Context: an optimization exercise on an open-source flow, tuned for small area, a short achievable clock period and few clock cycles per item. The choices shown serve that exercise and are no tape-out recipe.
The RTL was checked by simulation tests, not by an equivalence proof against the original design.

Setup of job 2382:
// fp_mul_sched_top
module fp_mul_sched_top (
    input  logic         clk,
    input  logic         reset_n,
    input  logic [3:0]   req_valid,
    input  logic [127:0] req_x,
    input  logic [127:0] req_y,
    output logic [3:0]   req_ready,
    output logic         res_valid,
    input  logic         res_ready,
    output logic [1:0]   res_id,
    output logic [31:0]  res_data,
    output logic [4:0]   res_flags,
    output logic         busy
);
For scale: roughly 310 I/O pins.
clock: 10.5 ns
lec_check: 0
abc_area: 1
cap_margin: 20
core_margin: 2
core_utilization: 40
setup_slack_margin: 5
slew_margin: 20
run.sh (not shown) runs the stock make flow with config.mk's settings and CLKGATE_MAP_FILE= SYNTH_SCRIPT=/design/flow/synth_recipe.tcl, a recipe that flattens the netlist after the stock synthesis.
Job 2382 went all the way through synthesis, placement and routing and the layout is clean on timing, DRC and antenna.
Testbench counts of job 2382, summed over its fixed seeds: cycles 2,064, items 2,048.
Edits applied to the flow inputs when going from job 2382 to job 6771:
# job 2382
export LEC_CHECK = 0
export ABC_AREA = 1
export CAP_MARGIN = 20
export CORE_MARGIN = 2
export CORE_UTILIZATION = 40
export SETUP_SLACK_MARGIN = 5
export SLEW_MARGIN = 20
create_clock -name core_clock -period 10.5 [get_ports {clk}]
# job 6771
export LEC_CHECK = 0
export CAP_MARGIN = 20
export CORE_MARGIN = 2
export CORE_UTILIZATION = 40
export SETUP_SLACK_MARGIN = 5
export SLEW_MARGIN = 20
create_clock -name core_clock -period 10.5 [get_ports {clk}]
### Flow results
- Across both runs, core occupancy in the finished layout was lower for job 6771 than for job 2382.
- Between job 2382 and job 6771, the flow reports count of inserted tapcells increasing by more than 10%.
- Job 2382 ended up with input pin to primary output as its type of the worst setup path; job 6771 ended up with flip-flop to primary output.
- Job 6771 gives more number of nets at the end of the flow than job 2382 did.
- Comparing synthesis-to-layout area growth for job 6771 and job 2382, the smaller number came from job 6771.
- Compared with job 2382, in job 6771 wire length of the first global-routing pass now larger, final cycle utilization of the critical path now larger.
- The design area in job 2382 is 0.835 times that in job 6771.
Here is what was changed in the inputs of job 8084 compared with job 6771.
# job 6771
export LEC_CHECK = 0
export CAP_MARGIN = 20
export CORE_MARGIN = 2
export CORE_UTILIZATION = 40
export SETUP_SLACK_MARGIN = 5
export SLEW_MARGIN = 20
create_clock -name core_clock -period 10.5 [get_ports {clk}]
# job 8084
export LEC_CHECK = 0
export ABC_AREA = 1
export CAP_MARGIN = 20
export CORE_MARGIN = 2
export CORE_UTILIZATION = 40
export SLEW_MARGIN = 20
create_clock -name core_clock -period 10.5 [get_ports {clk}]
==> flow/flow/run.sh (new file) <==
#!/bin/bash
# Own layout flow: the standard synthesis and ORFS layout, with tighter timing repair
# and the smallest buffer on the ports. Each tool's output goes to a log file of its own.
set -euo pipefail
MARGIN=5.7
bash standard.sh synth > synth.log 2>&1
bash standard.sh "SETUP_SLACK_MARGIN=$MARGIN" \
    "BUFFER_PORTS_ARGS=-buffer_cell sky130_fd_sc_hd__buf_1" finish > layout.log 2>&1
==> flow/standard.sh (new file) <==
#!/bin/bash
# synth_recipe.tcl (not shown) runs the flow's synth.tcl, then flattens the netlist and writes it again
# the make line also repeats each setting of config.mk as NAME=value (left out here)
make -C /OpenROAD-flow-scripts/flow DESIGN_CONFIG=/design/flow/config.mk WORK_HOME=/design/flow/orfs CLKGATE_MAP_FILE= SYNTH_SCRIPT=/design/flow/synth_recipe.tcl "${@:-finish}"
removed: flow/run.sh
Results
- Sort job 6771 and job 8084 by multi-input logic area asc -> top: job 8084
- The insertion delay to the later sink of the worst-skew pair in job 8084 was lower than what job 6771 gave.
- Re number of buffers inserted for hold repair after clock tree synthesis: no difference whatsoever between job 6771 and job 8084.
- Lower number of clock buffers in the layout goes to job 8084 over job 6771.
- Job 8084 vs job 6771 — post-route cell area dropped by more than 10%
- Job 8084 completed; timing, DRC and antenna clean
- Lower global-route met3 utilization goes to job 8084 over job 6771.
- Per the comparison of job 8084 with job 6771, met2 layer wire length in the routed design down 26%, global-route wire length before repair down 27%.
- A cell at the slowest stage of the critical path of sky130_fd_sc_hd__nor2_4 is what job 8084 shows, while sky130_fd_sc_hd__edfxtp_1 belongs to job 6771.

* * *

Another version of the RTL of fp_mul_sched_top (not shown whole).
Size in the first run: roughly 18,000 um2 of cells after synthesis.
==> flow/config.mk <==
export PLATFORM = sky130hd
export DESIGN_NAME = fp_mul_sched_top
export DESIGN_NICKNAME = fp_mul_sched_top
export VERILOG_FILES = /design/flow/design.v
export SDC_FILE = /design/flow/constraint.sdc
export NUM_CORES = 4
export LEC_CHECK = 0
export ABC_AREA = 1
export CAP_MARGIN = 20
export CORE_MARGIN = 2
export CORE_UTILIZATION = 40
export CTS_BUF_LIST = sky130_fd_sc_hd__clkbuf_8
export SLEW_MARGIN = 20
==> flow/constraint.sdc <==
create_clock -name core_clock -period 10.5 [get_ports {clk}]
set_input_delay 2.1000 -clock core_clock [delete_from_list [all_inputs] [get_ports {clk}]]
set_output_delay 2.1000 -clock core_clock [all_outputs]
set_load 0.01 [all_outputs]
standard.sh (not shown) runs the stock make flow with config.mk's settings and CLKGATE_MAP_FILE= SYNTH_SCRIPT=/design/flow/synth_recipe.tcl, a recipe that flattens the netlist after the stock synthesis.
==> flow/flow/run.sh <==
#!/bin/bash
# Own layout flow:
#  2. full-adder polarity pass (fapol.py), then the combinational logic between the full
#     adders and registers mapped again by ABC (resyn.tcl), then the polarity pass again;
#     full/half adders, registers, ports and tie cells are kept
#  3. the ORFS layout with tighter timing repair and the smallest buffer on the ports
# Each tool's output goes to a log file of its own in this folder.
set -euo pipefail
MARGIN=5.15
RES=orfs/results/sky130hd/fp_mul_sched_top/base
LIB=$FLOW_HOME/platforms/sky130hd/lib/sky130_fd_sc_hd__tt_025C_1v80.lib
bash standard.sh synth > synth.log 2>&1
cp $RES/1_2_yosys.v 1_2_yosys.std.v
python3 flow/fapol.py 1_2_yosys.std.v fapol1.v > fapol1.log 2>&1
FLOW_LIB_FILE=$LIB RESYN_IN=fapol1.v RESYN_OUT=resyn.v RESYN_ABC=flow/resyn.abc FLOW_TOP=$FLOW_TOP \
    yosys -c flow/resyn.tcl > resyn.log 2>&1
python3 flow/fapol.py resyn.v $RES/1_2_yosys.v > fapol2.log 2>&1
rm -f $RES/1_synth.odb $RES/1_synth.sdc
bash standard.sh "SETUP_SLACK_MARGIN=$MARGIN" \
    "BUFFER_PORTS_ARGS=-buffer_cell sky130_fd_sc_hd__buf_1" finish > layout.log 2>&1
==> flow/flow/resyn.abc <==
&get -n
&st
&dc2
&dch
&nf -R 100
&put
topo
stime -c
buffer -c
upsize -c
dnsize -c
==> flow/flow/resyn.tcl <==
# Re-map the combinational logic of the synthesized netlist with ABC (script in resyn.abc).
# Full/half adders, flip-flops, tie cells and the o22ai Booth selectors keep their instances
# and names; every other cell is read as its liberty function and mapped again.
yosys -import
set lib $::env(FLOW_LIB_FILE)
read_liberty -ignore_miss_func $lib
read_verilog $::env(RESYN_IN)
hierarchy -top $::env(FLOW_TOP)
set keep {sky130_fd_sc_hd__fa_* sky130_fd_sc_hd__ha_* sky130_fd_sc_hd__df* sky130_fd_sc_hd__edf* sky130_fd_sc_hd__conb_* sky130_fd_sc_hd__o22ai_*}
setattr -mod -set keep_hierarchy 1 {*}$keep
# the cells to be inlined get private names, so that the wires made for their pins do not
# take over the netlist's own net names
select -set kept {*}[lmap k $keep {string cat t:$k}]
yosys rename -hide $::env(FLOW_TOP)/c:* @kept %d
select -clear
flatten
opt_clean
abc -script $::env(RESYN_ABC) -liberty $lib  -dont_use sky130_fd_sc_hd__probe_p_8 -dont_use sky130_fd_sc_hd__probec_p_8 -dont_use sky130_fd_sc_hd__lpflow_bleeder_1 -dont_use sky130_fd_sc_hd__lpflow_clkbufkapwr_1 -dont_use sky130_fd_sc_hd__lpflow_clkbufkapwr_16 -dont_use sky130_fd_sc_hd__lpflow_clkbufkapwr_2 -dont_use sky130_fd_sc_hd__lpflow_clkbufkapwr_4 -dont_use sky130_fd_sc_hd__lpflow_clkbufkapwr_8 -dont_use sky130_fd_sc_hd__lpflow_clkinvkapwr_1 -dont_use sky130_fd_sc_hd__lpflow_clkinvkapwr_16 -dont_use sky130_fd_sc_hd__lpflow_clkinvkapwr_2 -dont_use sky130_fd_sc_hd__lpflow_clkinvkapwr_4 -dont_use sky130_fd_sc_hd__lpflow_clkinvkapwr_8 -dont_use sky130_fd_sc_hd__lpflow_decapkapwr_12 -dont_use sky130_fd_sc_hd__lpflow_decapkapwr_3 -dont_use sky130_fd_sc_hd__lpflow_decapkapwr_4 -dont_use sky130_fd_sc_hd__lpflow_decapkapwr_6 -dont_use sky130_fd_sc_hd__lpflow_decapkapwr_8 -dont_use sky130_fd_sc_hd__lpflow_inputiso0n_1 -dont_use sky130_fd_sc_hd__lpflow_inputiso0p_1 -dont_use sky130_fd_sc_hd__lpflow_inputiso1n_1 -dont_use sky130_fd_sc_hd__lpflow_inputiso1p_1 -dont_use sky130_fd_sc_hd__lpflow_inputisolatch_1 -dont_use sky130_fd_sc_hd__lpflow_isobufsrc_1 -dont_use sky130_fd_sc_hd__lpflow_isobufsrc_16 -dont_use sky130_fd_sc_hd__lpflow_isobufsrc_2 -dont_use sky130_fd_sc_hd__lpflow_isobufsrc_4 -dont_use sky130_fd_sc_hd__lpflow_isobufsrc_8 -dont_use sky130_fd_sc_hd__lpflow_isobufsrckapwr_16 -dont_use sky130_fd_sc_hd__lpflow_lsbuf_lh_hl_isowell_tap_1 -dont_use sky130_fd_sc_hd__lpflow_lsbuf_lh_hl_isowell_tap_2 -dont_use sky130_fd_sc_hd__lpflow_lsbuf_lh_hl_isowell_tap_4 -dont_use sky130_fd_sc_hd__lpflow_lsbuf_lh_isowell_4 -dont_use sky130_fd_sc_hd__lpflow_lsbuf_lh_isowell_tap_1 -dont_use sky130_fd_sc_hd__lpflow_lsbuf_lh_isowell_tap_2 -dont_use sky130_fd_sc_hd__lpflow_lsbuf_lh_isowell_tap_4
opt_clean
setundef -zero
splitnets
opt_clean -purge
select -module $::env(FLOW_TOP)
stat -liberty $lib
write_verilog -noattr -nohex -nodec -selected $::env(RESYN_OUT)
Other scripts of this flow, unchanged in this note and not shown: flow/flow/fapol.py
The starting point completed without violations.
Testbench counts at the start, summed over its fixed seeds: cycles 2,064, items 2,048.
Change:
--- a/flow/flow/run.sh
+++ b/flow/flow/run.sh
@@ -8,3 +8,3 @@
 set -euo pipefail
-MARGIN=5.15
+MARGIN=5.0
 RES=orfs/results/sky130hd/fp_mul_sched_top/base
==> flow/flow/resyn.abc (replaced) <==
&get -n
&st
&dch
&nf
&put
topo
stime -c
buffer -c
upsize -c
dnsize -c
--- a/flow/flow/resyn.tcl
+++ b/flow/flow/resyn.tcl
@@ -1,4 +1 @@
-# Re-map the combinational logic of the synthesized netlist with ABC (script in resyn.abc).
-# Full/half adders, flip-flops, tie cells and the o22ai Booth selectors keep their instances
-# and names; every other cell is read as its liberty function and mapped again.
 yosys -import
@@ -8,3 +5,3 @@
 hierarchy -top $::env(FLOW_TOP)
-set keep {sky130_fd_sc_hd__fa_* sky130_fd_sc_hd__ha_* sky130_fd_sc_hd__df* sky130_fd_sc_hd__edf* sky130_fd_sc_hd__conb_* sky130_fd_sc_hd__o22ai_*}
+set keep {sky130_fd_sc_hd__fa_* sky130_fd_sc_hd__ha_* sky130_fd_sc_hd__df* sky130_fd_sc_hd__edf* sky130_fd_sc_hd__conb_*}
 setattr -mod -set keep_hierarchy 1 {*}$keep
=>
- fmax increases by 6.9%
- wire length is lower by 7.2%
- count of clock-buffer cells in the layout is lower by 1
- cell count goes down by 0.90%
- synthesized area went up by 3.3%
- worst setup slack improved by 370 ps
- via count went down by 1.8%
Change:
--- a/flow/flow/run.sh
+++ b/flow/flow/run.sh
@@ -8,3 +8,3 @@
 set -euo pipefail
-MARGIN=5.0
+MARGIN=5.3
 RES=orfs/results/sky130hd/fp_mul_sched_top/base
What happened:
- The new run finished with timing, DRC and antenna clean
- non-clock buffer count grows by 39
- worst setup slack improved by 120 ps
- clock-buffer cell count does not change
- sequential share of layout area shrinks by 0.47 points
- worst hold slack barely changes
- global-route usage grows by 0.16 points
Change:
--- a/flow/flow/run.sh
+++ b/flow/flow/run.sh
@@ -8,3 +8,3 @@
 set -euo pipefail
-MARGIN=5.3
+MARGIN=5.15
 RES=orfs/results/sky130hd/fp_mul_sched_top/base
Settings changed: CAP_MARGIN 20 to 8, SLEW_MARGIN 20 to 8.
What happened:
- area after synthesis stays the same
- critical path depth came out lower by 4
- worst setup slack loses 57 ps
- via count came out lower by 1.3%
Change:
Settings changed: CAP_MARGIN 8 to 20, SLEW_MARGIN 8 to 20.
Effect:
- setup slack does not change
- routed wire length is unchanged
- via count is unchanged
- count of clock-buffer cells in the layout is unchanged
- synthesized cell count is unchanged
- cell count does not change
- first-iteration DRC count stays the same
- critical path depth is unchanged
- hold slack does not change
- final area does not change

## re-timing with driven ports
No port has a modelled driver above. Below, the same layouts with a new extraction and two added sets of constraints. Step 1 (the two cells are an assumption about what drives the block):
set clk [get_ports {clk}]
set_driving_cell -lib_cell sky130_fd_sc_hd__clkbuf_16 $clk
set_driving_cell -lib_cell sky130_fd_sc_hd__buf_2 [delete_from_list [all_inputs] $clk]
Step 2 also shifts input and output timing later by t, the mid clock arrival at the registers, as if the neighbouring blocks saw the same clock. a / b / c = ideal / step 1 / step 2; a / b = the first two.
| run | t, ns | slack for setup (ns) | worst setup path after step 2 |
|---|---|---|---|
| job 2382 | 0.502 | 4.993 / 4.957 / 4.581 | input to register |
| job 6771 | 0.527 | 4.874 / 4.817 / 4.620 | input to register |
| job 8084 | 0.494 | 5.234 / 5.185 / 5.035 | input to register |
| the first run of note 2 | 0.552 | 4.795 / 4.742 / 5.149 | input to output |
| the second run of note 2 | 0.539 | 5.163 / 5.135 / 5.135 | input to output |
| the third run of note 2 | 0.536 | 5.284 / 5.228 / 5.350 | input to output |
| the fourth run of note 2 | 0.544 | 5.228 / 5.192 / 5.201 | input to output |
| the fifth run of note 2 | 0.544 | 5.228 / 5.192 / 5.201 | input to output |
After both steps every run listed still meets setup and hold. For job 2382, which loses most, drivers alone change the setup slack by -0.036 ns; drivers and shift together by -0.412 ns.
